This design comes from an exercise in tuning for small area, a short achievable clock period and few clock cycles on the open sky130 flow, not from production work.
In this exercise RTL edits were held to simulation tests only and were not proved equivalent to the original.
Power figures rest on the tool's default switching activity, not on a simulated workload.

## pe_top
module pe_top
(
  input  logic    CLK,
  input  logic    rst_n,
  input  logic    req_valid,
  output logic    req_ready,
  input  pe_pkg::opnd_t   req_a,
  input  pe_pkg::opnd_t   req_b,
  input  pe_pkg::pe_out_t req_d,
  input  logic    req_propagate,
  input  pe_pkg::shift_t  req_shift,
  output logic    res_valid,
  input  logic    res_ready,
  output pe_pkg::pe_out_t res
);
Size in the first run: about 1,200 cells after synthesis, roughly 130 flip-flops, roughly 66 I/O pins, about 9600 µm² of cells after synthesis.
clock: 7.0 ns
lec_check: 0
abc_area: 1
cap_margin: 20
core_margin: 2
core_utilization: 50
cts_buf_list: sky130_fd_sc_hd__clkbuf_4 sky130_fd_sc_hd__clkbuf_8
setup_slack_margin: 3.3
slew_margin: 20
standard.sh (not shown) runs the stock make flow with config.mk's settings and CLKGATE_MAP_FILE= SYNTH_SCRIPT=/design/flow/synth_recipe.tcl, a recipe that flattens the netlist after the stock synthesis.
==> flow/flow/run.sh <==
#!/bin/bash
# The standard layout (standard.sh) with two changes:
#  - synthesis is the standard flow's synthesis script with ABC's mapping script replaced
#    by flow/abc_map_area.script (area-oriented mapping); registers are the
#    same as the standard synthesis's;
#  - the port buffers are inserted as the smallest buffer cell (the repair
#    steps resize them where timing needs it).
set -euo pipefail
here=$(pwd)
export BUFFER_PORTS_ARGS="-buffer_cell sky130_fd_sc_hd__buf_1"
export MY_ABC_SCRIPT="$here/flow/abc_map_area.script"
bash standard.sh SYNTH_SCRIPT="$here/flow/synth.tcl" finish > standard_flow.log 2>&1
==> flow/flow/abc_map_area.script <==
strash
dch
map -a
topo
stime -c
buffer -c
upsize -c
dnsize -c
==> flow/flow/synth.tcl <==
# The standard flow's synthesis script (synth_recipe.tcl), with ABC's mapping script
# replaced by flow/abc_map_area.script: area-oriented mapping (map -a).
proc synth {args} { yosys synth -nofsm -noshare {*}$args }
proc abc {args} {
  set i [lsearch $args -script]
  if { $i >= 0 && [info exists ::env(MY_ABC_SCRIPT)] } {
    lset args [expr {$i + 1}] $::env(MY_ABC_SCRIPT)
  }
  yosys abc {*}$args
}
source $::env(SCRIPTS_DIR)/synth.tcl
# left out here: clear keep_hierarchy, flatten, clean up, hide names made inside functions, write 1_2_yosys.v
The baseline completed with no timing, DRC or antenna violations.
Testbench counts at the start, summed over its fixed seeds: cycles 12,016.
Next try:
--- a/flow/flow/run.sh
+++ b/flow/flow/run.sh
@@ -2,5 +2,5 @@
 # The standard layout (standard.sh) with two changes:
 #  - synthesis is the standard flow's synthesis script with ABC's mapping script replaced
-#    by flow/abc_map_area.script (area-oriented mapping); registers are the
+#    by flow/abc_map_area.script (mapping to a 2.5 ns target); registers are the
 #    same as the standard synthesis's;
 #  - the port buffers are inserted as the smallest buffer cell (the repair
==> flow/flow/abc_map_area.script (replaced) <==
strash
dch
map -D 2500
topo
stime -c
buffer -c
upsize -c
dnsize -c
--- a/flow/flow/synth.tcl
+++ b/flow/flow/synth.tcl
@@ -1,4 +1,4 @@
 # The standard flow's synthesis script (synth_recipe.tcl), with ABC's mapping script
-# replaced by flow/abc_map_area.script: area-oriented mapping (map -a).
+# replaced by flow/abc_map_area.script: mapping to a 2.5 ns delay target with area recovery (map -D 2500).
 proc synth {args} { yosys synth -nofsm -noshare {*}$args }
 proc abc {args} {
Critical path depth rose by 1.
Worst hold slack got worse by 0.0041 ns.
Routed wire length rose by 0.67%.
Core utilization rose by 0.70 points.
Global-route usage rose by 0.50 points.
Clock skew rose by 0.0043 ns.


== old ==
Another version of the RTL of pe_top (not shown whole).
Size: ~1100 cells after synthesis, roughly 66 I/O pins, about 10000 µm² of cells after synthesis.
Settings: LEC_CHECK=0, CAP_MARGIN=20, CORE_MARGIN=2, CORE_UTILIZATION=60, CTS_BUF_LIST=sky130_fd_sc_hd__clkbuf_4 sky130_fd_sc_hd__clkbuf_8, SETUP_SLACK_MARGIN=3.3, SLEW_MARGIN=20; clock period 7.0 ns.
run.sh (not shown) runs the stock make flow with config.mk's settings and CLKGATE_MAP_FILE= SYNTH_SCRIPT=/design/flow/synth_recipe.tcl, a recipe that flattens the netlist after the stock synthesis.
Stock flow here: none of the scripts above is used.
Testbench counts of old, summed over its fixed seeds: cycles 12,016.
Modified inputs, new compared to old
==> flow/flow/run.sh (new file) <==
#!/bin/bash
# The standard layout with two changes: synthesis maps the adder logic with
# ABC instead of extracting full/half adder cells (ADDER_MAP_FILE empty), and
# the port buffers are inserted as the smallest buffer cell (the repair
# steps resize them where timing needs it).
set -euo pipefail
export BUFFER_PORTS_ARGS="-buffer_cell sky130_fd_sc_hd__buf_1"
bash standard.sh ADDER_MAP_FILE= finish > standard_flow.log 2>&1
==> flow/standard.sh (new file) <==
#!/bin/bash
# synth_recipe.tcl (not shown) runs the flow's synth.tcl, then flattens the netlist and writes it again
# the make line also repeats each setting of config.mk as NAME=value (left out here)
make -C /OpenROAD-flow-scripts/flow DESIGN_CONFIG=/design/flow/config.mk WORK_HOME=/design/flow/orfs CLKGATE_MAP_FILE= SYNTH_SCRIPT=/design/flow/synth_recipe.tcl "${@:-finish}"
removed: flow/run.sh
### Flow results
- new went all the way through the flow, and no timing, DRC or antenna check failed.
- When the final numbers for old and new were put side by side, the met1 routing resource usage after global routing turned out to be greater in old.
- Compared with old, new shows core utilization lower by 0.96 points.
- Delta (new minus old): final-layout non-clock buffer area share fell by 2.3 points, multi-input gate share of total cell area climbed 3.5 points, number of buffers other than clock buffers in the final layout now smaller, peak ir drop on the vdd network climbed 11%.
- new vs. old: aggregate global routing overflow stayed essentially flat; smallest setup slack after layout fell by 0.59 ns; critical path depth rose by 6; clock-buffer cell count rose by 2.

## port drivers added, routing unchanged
In the flow no input, the clock included, has a driving cell. The finished layouts below were timed again as built, in two steps.
Step 1, drivers: a clkbuf_16 drives CLK and a buf_2 each remaining input, both assumed.
Step 2 moves the port delays by t, midway between the first and last clock arrival at a register: inputs arrive t later, outputs are due t later. That takes back most of the time a late clock gives input paths.
Slacks: no drivers / after step 1 / after step 2; pairs: no drivers / after step 1.
| run | shift t [ns] | slack for setup (ns) | worst slew at a driven data input, ns | cell pins on the clock port's net |
|---|---|---|---|---|
| the first run of note 1 | 0.515 | 3.368 / 3.347 / 2.890 | 0.05 | 1 |
| the second run of note 1 | 0.497 | 3.385 / 3.364 / 2.906 | 0.04 | 1 |
| old | 0.502 | 3.216 / 3.176 / 2.895 | 0.04 | 1 |
| new | 0.504 | 2.626 / 2.588 / 3.093 | 0.03 | 1 |
After both steps setup and hold are still met in every run listed. The setup slack of the second run of note 1, which loses most, moves by -0.021 ns with the drivers and by -0.479 ns with both steps.
